This design comes from an exercise in tuning for small area, a short achievable clock period and few clock cycles per item on the open sky130 flow, not from production work. In this exercise RTL edits were held to simulation tests only and were not proved equivalent to the original. Power figures rest on the tool's default switching activity, not on a simulated workload.

==> job 8499: inputs <==
==> flow/design.v (excerpt) <==
module axi_4_vlsu_req_sequencer
#(
    parameter int unsigned ADDR_W    = 32,
    parameter int unsigned DATA_W    = 64,
    parameter int unsigned BURST_MAX = 8,
    parameter int unsigned CNT_W     = 16
) (
    input  logic                          clk,
    input  logic                          reset,
    input  logic                          req_valid,
    output logic                          req_ready,
    input  logic                          req_we,
    input  logic [ADDR_W-1:0]             req_addr,
    input  logic [CNT_W-1:0]              req_beats,
    input  logic                          wdata_valid,
    output logic                          wdata_ready,
    input  logic [DATA_W-1:0]             wdata,
    output logic                          rdata_valid,
    input  logic                          rdata_ready,
    output logic [DATA_W-1:0]             rdata,
    output logic                          done,
    output logic                          err,
    output logic                          ld_req,
    output logic                          st_req,
    output logic [ADDR_W-1:0]             base_addr,
    output logic [7:0]                    burst_len,
  ...
export LEC_CHECK = 0
export CAP_MARGIN = 20
export CORE_AREA = 10 10 510 510
export CTS_CLUSTER_DIAMETER = 150
export CTS_CLUSTER_SIZE = 20
export DIE_AREA = 0 0 520 520
export SETUP_SLACK_MARGIN = 2.4
export SLEW_MARGIN = 20
create_clock -name core_clock -period 5.0 [get_ports {clk}]
standard.sh (not shown) runs the stock make flow with config.mk's settings and CLKGATE_MAP_FILE= SYNTH_SCRIPT=/design/flow/synth_recipe.tcl, a recipe that flattens the netlist after the stock synthesis.
==> flow/flow/run.sh <==
#!/bin/bash
# Standard ORFS layout, with small buffers on the ports instead of the
# default delay-cell port buffers.
cp standard.sh standard.sh.txt
cp config.mk config.mk.txt
export BUFFER_PORTS_ARGS="-buffer_cell sky130_fd_sc_hd__buf_1"
bash standard.sh > standard.log 2>&1
==> job 5377 (differences from job 8499) <==
--- a/flow/design.v
+++ b/flow/design.v
@@ -2,32 +2,36 @@
 #(
     parameter int unsigned CNT_W = 16,
     parameter bit          FIRST = 1'b0
 ) (
     input  logic [8:0]       a,        
-    input  logic [2:0]       nm1,      
+    input  logic [7:0]       pth,      
     input  logic [CNT_W-1:0] rem,
+    input  logic             rem_hi,   
     output logic [7:0]       th,       
     output logic [2:0]       thm1,     
     output logic             last
 );
-    logic       cut;      
-    logic       hi;       
+    logic        cut;     
+    logic        hi;
+    logic [7:0]  pn;      
     logic [16:0] gt;      
-    logic [8:0] fits;     
-    logic [8:1] capis;    
-    assign cut = FIRST ? (a[8:3] == 6'd63) : (a[8:3] == 6'd62 && nm1 == 3'd7);
-    assign hi  = (rem[CNT_W-1:5] != '0);
+    logic [8:0]  fits;    
+    logic [8:1]  capis;   
+    assign hi  = FIRST ? (rem[CNT_W-1:5] != '0) : rem_hi;
+    assign cut = FIRST ? (a[8:3] == 6'd63) : (a[8:3] == 6'd62 && pth[7]);
     always_comb begin
+        for (int i = 0; i < 7; i++) pn[i] = pth[i] && !pth[i + 1];
+        pn[7] = pth[7];
         for (int t = 0; t <= 16; t++) gt[t] = hi || (rem[4:0] > 5'(t));
         for (int k = 0; k <= 8; k++) begin
             if (FIRST) begin
                 fits[k] = gt[k];
             end else begin
                 fits[k] = 1'b0;
                 for (int m = 0; m < 8; m++)
-                    fits[k] = fits[k] || ((nm1 == 3'(m)) && gt[m + 1 + k]);
+                    fits[k] = fits[k] || (pn[m] && gt[m + 1 + k]);
             end
         end
         for (int k = 1; k < 8; k++) capis[k] = cut && (a[2:0] == 3'(8 - k));
         capis[8] = !cut || (a[2:0] == 3'd0);
         for (int i = 0; i < 8; i++)
@@ -80,10 +84,11 @@
     logic              we_q;
     logic              err_q;
     logic              done_q;
     logic [AW-1:0]     a_q;           
     logic [CNT_W-1:0]  r_q;           
+    logic              r_hi_q;        
     logic [2:0]        nm1_q;         
     logic [7:0]        nth_q;         
     logic              last_q;        
     logic [2:0]        n2m1_q;        
     logic [7:0]        n2th_q;
@@ -96,29 +101,30 @@
     logic              wrdy_q;
     logic              rvld_q;
     logic [7:0]        cnt_q;         
     logic [7:0]        idx_q;         
     logic [DATA_W-1:0] slot_q [BURST_MAX];
-    logic [DATA_W-1:0] rdq;
     logic [7:0]       c_th;      
     logic [2:0]       c_m1;
     logic             c_last;
     logic [7:0]       n2_th;     
     logic [2:0]       n2_m1;
     logic             n2_last;
     axi_4_vlsu_req_sequencer_burst_calc #(.CNT_W(CNT_W), .FIRST(1'b1)) u_first (
-        .a     (req_addr[11:3]),
-        .nm1   (3'd0),
-        .rem   (req_beats),
+        .a      (req_addr[11:3]),
+        .pth    (8'h00),
+        .rem    (req_beats),
+        .rem_hi (1'b0),
         .th    (c_th),
         .thm1  (c_m1),
         .last  (c_last)
     );
     axi_4_vlsu_req_sequencer_burst_calc #(.CNT_W(CNT_W), .FIRST(1'b0)) u_next (
-        .a     (a_q[8:0]),
-        .nm1   (nm1_q),
-        .rem   (r_q),
+        .a      (a_q[8:0]),
+        .pth    (nth_q),
+        .rem    (r_q),
+        .rem_hi (r_hi_q),
         .th    (n2_th),
         .thm1  (n2_m1),
         .last  (n2_last)
     );
     always_ff @(posedge clk) begin
@@ -138,36 +144,25 @@
     logic [HW-1:0] a_hi_p1;
     assign a_lo    = {1'b0, a_q[2:0]} + {1'b0, nm1_q} + 4'd1;
     assign a_hi_p1 = a_q[AW-1:3] + 1'b1;
     assign a_next  = {({HW{a_lo[3]}} & a_hi_p1) | ({HW{!a_lo[3]}} & a_q[AW-1:3]), a_lo[2:0]};
     logic       misal, empty, go, issue;
-    logic       take, rfree;
+    logic       take, pop;
     logic       pend_d;
     logic [7:0] cnt_w, cnt_wa, cnt_ra;
-    logic [7:0] idx_ra;
     logic       st_d, ld_d;
     assign misal  = (req_addr[2:0] != 3'b000);
     assign empty  = (req_beats == '0);
     assign go     = req_valid && !misal && !empty;
     assign issue  = st_req_q || ld_req_q;
     assign pend_d = issue || (pend_q && !(burst_wr_valid || burst_valid_data));
     assign take   = wdata_valid && wrdy_q;
     assign cnt_w  = st_req_q ? (last_q ? 8'h00 : n2th_q) : cnt_q;
     assign cnt_wa = take ? (cnt_w >> 1) : cnt_w;
     assign st_d   = wact_q && !cnt_wa[0] && !pend_d && !st_req_q;
-    assign rfree  = !rvld_q || rdata_ready;
-    always_comb begin
-        cnt_ra = cnt_q;
-        idx_ra = idx_q;
-        if (burst_valid_data) begin
-            cnt_ra = rfree ? (nth_q >> 1) : nth_q;
-            idx_ra = rfree ? 8'h02 : 8'h01;
-        end else if (rfree && cnt_q[0]) begin
-            cnt_ra = cnt_q >> 1;
-            idx_ra = {idx_q[6:0], idx_q[7]};
-        end
-    end
+    assign pop    = rvld_q && rdata_ready;
+    assign cnt_ra = burst_valid_data ? nth_q : (pop ? (cnt_q >> 1) : cnt_q);
     assign ld_d   = rmore_q && !cnt_ra[0] && !pend_d && !ld_req_q;
     always_ff @(posedge clk) begin
         if (reset) begin
             req_ready_q <= 1'b1;
             done_q      <= 1'b0;
@@ -200,18 +195,17 @@
             if (st_req_q) wact_q <= !last_q;
             wrdy_q      <= cnt_wa[0] || (st_d && !last_q);
             cnt_q       <= cnt_wa;
             if (take) idx_q <= cnt_w[1] ? {idx_q[6:0], idx_q[7]} : 8'h01;
         end else begin
-            req_ready_q <= rvld_q && rdata_ready && !cnt_q[0] && !pend_q && !rmore_q;
-            done_q      <= rvld_q && rdata_ready && !cnt_q[0] && !pend_q && !rmore_q;
+            req_ready_q <= pop && !cnt_q[1] && !pend_q && !rmore_q;
+            done_q      <= pop && !cnt_q[1] && !pend_q && !rmore_q;
             ld_req_q    <= ld_d;
             pend_q      <= pend_d;
             if (ld_req_q) rmore_q <= !last_q;
-            rvld_q      <= burst_valid_data || !rfree || cnt_q[0];
+            rvld_q      <= cnt_ra[0];
             cnt_q       <= cnt_ra;
-            idx_q       <= idx_ra;
         end
     end
     logic ld_new, ld_n, keep_n;
     assign ld_new = req_ready_q;
     assign ld_n   = !req_ready_q && (st_req_q || (!we_q && burst_valid_data));
@@ -223,44 +217,38 @@
         nm1_q  <= ({3{ld_new}} & c_m1)  | ({3{ld_n}} & n2m1_q) | ({3{keep_n}} & nm1_q);
         nth_q  <= ({8{ld_new}} & c_th)  | ({8{ld_n}} & n2th_q) | ({8{keep_n}} & nth_q);
         last_q <= (ld_new & c_last) | (ld_n & l2_q) | (keep_n & last_q);
         err_q  <= (ld_new & misal) | (!ld_new & err_q);
         r_q    <= ({CNT_W{ld_new}} & req_beats) | ({CNT_W{ld_n}} & r_next) | ({CNT_W{keep_n}} & r_q);
+        r_hi_q <= (ld_new & (req_beats[CNT_W-1:5] != '0)) | (ld_n & (r_next[CNT_W-1:5] != '0)) |
+                  (keep_n & r_hi_q);
         if (req_ready_q) we_q <= req_we;
     end
-    logic       cap_rd;
-    logic [7:0] sel_w;
-    logic [7:0] sel_h;
+    logic                            cap_rd, shift;
+    logic [7:0]                      sel_w;
+    logic [7:0]                      sel_h;
+    logic [DATA_W*(BURST_MAX+1)-1:0] above;
     assign cap_rd = !we_q && !cnt_q[0];    
+    assign shift  = !we_q && pop;
     assign sel_w  = idx_q & {8{wrdy_q}};
-    assign sel_h  = ~(sel_w | {8{cap_rd}});
+    assign sel_h  = ~(sel_w | {8{cap_rd || shift}});
+    always_comb begin
+        above = '0;
+        for (int i = 1; i < BURST_MAX; i++) above[DATA_W*(i-1) +: DATA_W] = slot_q[i];
+    end
     always_ff @(posedge clk) begin
         for (int i = 0; i < BURST_MAX; i++) begin
             slot_q[i] <= ({DATA_W{sel_w[i]}} & wdata) |
                          ({DATA_W{cap_rd}}   & burst_rdata_array[DATA_W*i +: DATA_W]) |
+                         ({DATA_W{shift}}    & above[DATA_W*i +: DATA_W]) |
                          ({DATA_W{sel_h[i]}} & slot_q[i]);
         end
-    end
-    logic              rd_hold, rd_arr, rd_buf;
-    logic [DATA_W-1:0] buf_beat;
-    assign rd_hold = rvld_q && !rdata_ready;
-    assign rd_arr  = !rd_hold && burst_valid_data;
-    assign rd_buf  = !rd_hold && !burst_valid_data;
-    always_comb begin
-        buf_beat = '0;
-        for (int i = 0; i < BURST_MAX; i++)
-            buf_beat = buf_beat | ({DATA_W{idx_q[i]}} & slot_q[i]);
-    end
-    always_ff @(posedge clk) begin
-        rdq <= ({DATA_W{rd_hold}} & rdq) |
-               ({DATA_W{rd_arr}}  & burst_rdata_array[DATA_W-1:0]) |
-               ({DATA_W{rd_buf}}  & buf_beat);
     end
     assign req_ready   = req_ready_q;
     assign wdata_ready = wrdy_q;
     assign rdata_valid = rvld_q;
-    assign rdata       = rdq;
+    assign rdata       = slot_q[0];
     assign done        = done_q;
     assign err         = err_q;
     assign ld_req      = ld_req_q;
     assign st_req      = st_req_q;
     assign base_addr   = {a_q, 3'b000};
--- a/flow/config.mk
+++ b/flow/config.mk
@@ -8,7 +8,8 @@
 export CAP_MARGIN = 20
 export CORE_AREA = 10 10 510 510
 export CTS_CLUSTER_DIAMETER = 150
 export CTS_CLUSTER_SIZE = 20
 export DIE_AREA = 0 0 520 520
-export SETUP_SLACK_MARGIN = 2.4
+export PLACE_DENSITY = 0.7
+export SETUP_SLACK_MARGIN = 2.5
 export SLEW_MARGIN = 20
==> job 1437 (differences from job 8499) <==
--- a/flow/design.v
+++ b/flow/design.v
@@ -2,32 +2,36 @@
 #(
     parameter int unsigned CNT_W = 16,
     parameter bit          FIRST = 1'b0
 ) (
     input  logic [8:0]       a,        
-    input  logic [2:0]       nm1,      
+    input  logic [7:0]       pth,      
     input  logic [CNT_W-1:0] rem,
+    input  logic             rem_hi,   
     output logic [7:0]       th,       
     output logic [2:0]       thm1,     
     output logic             last
 );
-    logic       cut;      
-    logic       hi;       
+    logic        cut;     
+    logic        hi;
+    logic [7:0]  pn;      
     logic [16:0] gt;      
-    logic [8:0] fits;     
-    logic [8:1] capis;    
-    assign cut = FIRST ? (a[8:3] == 6'd63) : (a[8:3] == 6'd62 && nm1 == 3'd7);
-    assign hi  = (rem[CNT_W-1:5] != '0);
+    logic [8:0]  fits;    
+    logic [8:1]  capis;   
+    assign hi  = FIRST ? (rem[CNT_W-1:5] != '0) : rem_hi;
+    assign cut = FIRST ? (a[8:3] == 6'd63) : (a[8:3] == 6'd62 && pth[7]);
     always_comb begin
+        for (int i = 0; i < 7; i++) pn[i] = pth[i] && !pth[i + 1];
+        pn[7] = pth[7];
         for (int t = 0; t <= 16; t++) gt[t] = hi || (rem[4:0] > 5'(t));
         for (int k = 0; k <= 8; k++) begin
             if (FIRST) begin
                 fits[k] = gt[k];
             end else begin
                 fits[k] = 1'b0;
                 for (int m = 0; m < 8; m++)
-                    fits[k] = fits[k] || ((nm1 == 3'(m)) && gt[m + 1 + k]);
+                    fits[k] = fits[k] || (pn[m] && gt[m + 1 + k]);
             end
         end
         for (int k = 1; k < 8; k++) capis[k] = cut && (a[2:0] == 3'(8 - k));
         capis[8] = !cut || (a[2:0] == 3'd0);
         for (int i = 0; i < 8; i++)
@@ -80,10 +84,11 @@
     logic              we_q;
     logic              err_q;
     logic              done_q;
     logic [AW-1:0]     a_q;           
     logic [CNT_W-1:0]  r_q;           
+    logic              r_hi_q;        
     logic [2:0]        nm1_q;         
     logic [7:0]        nth_q;         
     logic              last_q;        
     logic [2:0]        n2m1_q;        
     logic [7:0]        n2th_q;
@@ -96,29 +101,30 @@
     logic              wrdy_q;
     logic              rvld_q;
     logic [7:0]        cnt_q;         
     logic [7:0]        idx_q;         
     logic [DATA_W-1:0] slot_q [BURST_MAX];
-    logic [DATA_W-1:0] rdq;
     logic [7:0]       c_th;      
     logic [2:0]       c_m1;
     logic             c_last;
     logic [7:0]       n2_th;     
     logic [2:0]       n2_m1;
     logic             n2_last;
     axi_4_vlsu_req_sequencer_burst_calc #(.CNT_W(CNT_W), .FIRST(1'b1)) u_first (
-        .a     (req_addr[11:3]),
-        .nm1   (3'd0),
-        .rem   (req_beats),
+        .a      (req_addr[11:3]),
+        .pth    (8'h00),
+        .rem    (req_beats),
+        .rem_hi (1'b0),
         .th    (c_th),
         .thm1  (c_m1),
         .last  (c_last)
     );
     axi_4_vlsu_req_sequencer_burst_calc #(.CNT_W(CNT_W), .FIRST(1'b0)) u_next (
-        .a     (a_q[8:0]),
-        .nm1   (nm1_q),
-        .rem   (r_q),
+        .a      (a_q[8:0]),
+        .pth    (nth_q),
+        .rem    (r_q),
+        .rem_hi (r_hi_q),
         .th    (n2_th),
         .thm1  (n2_m1),
         .last  (n2_last)
     );
     always_ff @(posedge clk) begin
@@ -133,41 +139,30 @@
     assign r_hi_m1 = r_q[CNT_W-1:3] - 1'b1;
     assign r_next  = {({(CNT_W-3){r_lo[3]}} & r_q[CNT_W-1:3]) |
                       ({(CNT_W-3){!r_lo[3]}} & r_hi_m1), r_lo[2:0]};
     logic [3:0]    a_lo;
     logic [AW-1:0] a_next;
-    logic [HW-1:0] a_hi_p1;
+    logic [HW-1:0] a_hi_p1_q;
+    always_ff @(posedge clk) a_hi_p1_q <= a_q[AW-1:3] + 1'b1;
     assign a_lo    = {1'b0, a_q[2:0]} + {1'b0, nm1_q} + 4'd1;
-    assign a_hi_p1 = a_q[AW-1:3] + 1'b1;
-    assign a_next  = {({HW{a_lo[3]}} & a_hi_p1) | ({HW{!a_lo[3]}} & a_q[AW-1:3]), a_lo[2:0]};
+    assign a_next  = {({HW{a_lo[3]}} & a_hi_p1_q) | ({HW{!a_lo[3]}} & a_q[AW-1:3]), a_lo[2:0]};
     logic       misal, empty, go, issue;
-    logic       take, rfree;
+    logic       take, pop;
     logic       pend_d;
     logic [7:0] cnt_w, cnt_wa, cnt_ra;
-    logic [7:0] idx_ra;
     logic       st_d, ld_d;
     assign misal  = (req_addr[2:0] != 3'b000);
     assign empty  = (req_beats == '0);
     assign go     = req_valid && !misal && !empty;
     assign issue  = st_req_q || ld_req_q;
     assign pend_d = issue || (pend_q && !(burst_wr_valid || burst_valid_data));
     assign take   = wdata_valid && wrdy_q;
     assign cnt_w  = st_req_q ? (last_q ? 8'h00 : n2th_q) : cnt_q;
     assign cnt_wa = take ? (cnt_w >> 1) : cnt_w;
     assign st_d   = wact_q && !cnt_wa[0] && !pend_d && !st_req_q;
-    assign rfree  = !rvld_q || rdata_ready;
-    always_comb begin
-        cnt_ra = cnt_q;
-        idx_ra = idx_q;
-        if (burst_valid_data) begin
-            cnt_ra = rfree ? (nth_q >> 1) : nth_q;
-            idx_ra = rfree ? 8'h02 : 8'h01;
-        end else if (rfree && cnt_q[0]) begin
-            cnt_ra = cnt_q >> 1;
-            idx_ra = {idx_q[6:0], idx_q[7]};
-        end
-    end
+    assign pop    = rvld_q && rdata_ready;
+    assign cnt_ra = burst_valid_data ? nth_q : (pop ? (cnt_q >> 1) : cnt_q);
     assign ld_d   = rmore_q && !cnt_ra[0] && !pend_d && !ld_req_q;
     always_ff @(posedge clk) begin
         if (reset) begin
             req_ready_q <= 1'b1;
             done_q      <= 1'b0;
@@ -200,18 +195,17 @@
             if (st_req_q) wact_q <= !last_q;
             wrdy_q      <= cnt_wa[0] || (st_d && !last_q);
             cnt_q       <= cnt_wa;
             if (take) idx_q <= cnt_w[1] ? {idx_q[6:0], idx_q[7]} : 8'h01;
         end else begin
-            req_ready_q <= rvld_q && rdata_ready && !cnt_q[0] && !pend_q && !rmore_q;
-            done_q      <= rvld_q && rdata_ready && !cnt_q[0] && !pend_q && !rmore_q;
+            req_ready_q <= pop && !cnt_q[1] && !pend_q && !rmore_q;
+            done_q      <= pop && !cnt_q[1] && !pend_q && !rmore_q;
             ld_req_q    <= ld_d;
             pend_q      <= pend_d;
             if (ld_req_q) rmore_q <= !last_q;
-            rvld_q      <= burst_valid_data || !rfree || cnt_q[0];
+            rvld_q      <= cnt_ra[0];
             cnt_q       <= cnt_ra;
-            idx_q       <= idx_ra;
         end
     end
     logic ld_new, ld_n, keep_n;
     assign ld_new = req_ready_q;
     assign ld_n   = !req_ready_q && (st_req_q || (!we_q && burst_valid_data));
@@ -223,44 +217,38 @@
         nm1_q  <= ({3{ld_new}} & c_m1)  | ({3{ld_n}} & n2m1_q) | ({3{keep_n}} & nm1_q);
         nth_q  <= ({8{ld_new}} & c_th)  | ({8{ld_n}} & n2th_q) | ({8{keep_n}} & nth_q);
         last_q <= (ld_new & c_last) | (ld_n & l2_q) | (keep_n & last_q);
         err_q  <= (ld_new & misal) | (!ld_new & err_q);
         r_q    <= ({CNT_W{ld_new}} & req_beats) | ({CNT_W{ld_n}} & r_next) | ({CNT_W{keep_n}} & r_q);
+        r_hi_q <= (ld_new & (req_beats[CNT_W-1:5] != '0)) | (ld_n & (r_next[CNT_W-1:5] != '0)) |
+                  (keep_n & r_hi_q);
         if (req_ready_q) we_q <= req_we;
     end
-    logic       cap_rd;
-    logic [7:0] sel_w;
-    logic [7:0] sel_h;
+    logic                            cap_rd, shift;
+    logic [7:0]                      sel_w;
+    logic [7:0]                      sel_h;
+    logic [DATA_W*(BURST_MAX+1)-1:0] above;
     assign cap_rd = !we_q && !cnt_q[0];    
+    assign shift  = !we_q && pop;
     assign sel_w  = idx_q & {8{wrdy_q}};
-    assign sel_h  = ~(sel_w | {8{cap_rd}});
+    assign sel_h  = ~(sel_w | {8{cap_rd || shift}});
+    always_comb begin
+        above = '0;
+        for (int i = 1; i < BURST_MAX; i++) above[DATA_W*(i-1) +: DATA_W] = slot_q[i];
+    end
     always_ff @(posedge clk) begin
         for (int i = 0; i < BURST_MAX; i++) begin
             slot_q[i] <= ({DATA_W{sel_w[i]}} & wdata) |
                          ({DATA_W{cap_rd}}   & burst_rdata_array[DATA_W*i +: DATA_W]) |
+                         ({DATA_W{shift}}    & above[DATA_W*i +: DATA_W]) |
                          ({DATA_W{sel_h[i]}} & slot_q[i]);
         end
-    end
-    logic              rd_hold, rd_arr, rd_buf;
-    logic [DATA_W-1:0] buf_beat;
-    assign rd_hold = rvld_q && !rdata_ready;
-    assign rd_arr  = !rd_hold && burst_valid_data;
-    assign rd_buf  = !rd_hold && !burst_valid_data;
-    always_comb begin
-        buf_beat = '0;
-        for (int i = 0; i < BURST_MAX; i++)
-            buf_beat = buf_beat | ({DATA_W{idx_q[i]}} & slot_q[i]);
-    end
-    always_ff @(posedge clk) begin
-        rdq <= ({DATA_W{rd_hold}} & rdq) |
-               ({DATA_W{rd_arr}}  & burst_rdata_array[DATA_W-1:0]) |
-               ({DATA_W{rd_buf}}  & buf_beat);
     end
     assign req_ready   = req_ready_q;
     assign wdata_ready = wrdy_q;
     assign rdata_valid = rvld_q;
-    assign rdata       = rdq;
+    assign rdata       = slot_q[0];
     assign done        = done_q;
     assign err         = err_q;
     assign ld_req      = ld_req_q;
     assign st_req      = st_req_q;
     assign base_addr   = {a_q, 3'b000};
--- a/flow/config.mk
+++ b/flow/config.mk
@@ -8,7 +8,7 @@
 export CAP_MARGIN = 20
 export CORE_AREA = 10 10 510 510
 export CTS_CLUSTER_DIAMETER = 150
 export CTS_CLUSTER_SIZE = 20
 export DIE_AREA = 0 0 520 520
-export SETUP_SLACK_MARGIN = 2.4
+export SETUP_SLACK_MARGIN = 2.5
 export SLEW_MARGIN = 20
==> notes.md <==
Job 5377 passed the timing, design-rule and antenna checks. Job 8499 finished with timing, DRC and antenna clean. Job 1437 produced a clean layout. Register-to-register slack, highest first: job 5377, job 1437, job 8499. First-iteration DRC count: job 5377 is smaller than job 1437 (9.4%). Count of clock-buffer cells in the layout: job 5377 is lower than job 1437 (1). The highest sequential share of layout area belongs to job 1437, the lowest to job 5377. In job 5377 the wire length is smaller than in job 8499, by 15%. Of job 1437 and job 8499, job 8499 has the higher clock skew (gap 0.015 ns). Of job 8499 and job 5377, job 8499 has the higher clock power (gap about 7%, measured against job 5377). In job 8499 the final area is larger than in job 5377, by about 9%. Power, lowest first: job 5377, job 1437, job 8499. Synthesized area: job 5377 < job 1437 < job 8499.
Testbench counts of job 8499, summed over its fixed seeds: cycles 27,065, beats 17,486.
Testbench counts of job 5377, summed over its fixed seeds: cycles 28,167, beats 17,486.
Testbench counts of job 1437, summed over its fixed seeds: cycles 28,167, beats 17,486.

## separate check: timing with driven ports
Ports are ideal in the flow. The routed layouts listed here were re-timed in OpenROAD. Step 1 assumes that a clkbuf_16 drives the clock port and a buf_2 every other input. Step 2 times the ports against the registers' clock, not the clock port: input delays grow and output delays shrink by t, the midpoint of the rising clock arrivals with the driver on. Slacks: ideal / step 1 / step 2; pairs: ideal / step 1.
| run | shift t [ns] | slack for setup (ns) | hold slack, ns | worst register clock-pin slew, ns | worst data-port slew with drivers (ns) |
|---|---|---|---|---|---|
| job 8499 | 0.803 | 2.247 / 2.247 / 1.826 | 0.447 / 0.399 / 0.460 | 0.10 / 0.10 | 0.34 |
| job 5377 | 0.754 | 2.520 / 2.442 / 1.864 | 0.461 / 0.443 / 0.461 | 0.10 / 0.10 | 0.40 |
| job 1437 | 0.777 | 2.487 / 2.437 / 1.867 | 0.461 / 0.435 / 0.461 | 0.10 / 0.10 | 0.45 |
After both steps setup and hold are still met in every run listed. For job 5377, which loses most, drivers alone change the setup slack by -0.078 ns; drivers and shift together by -0.656 ns.
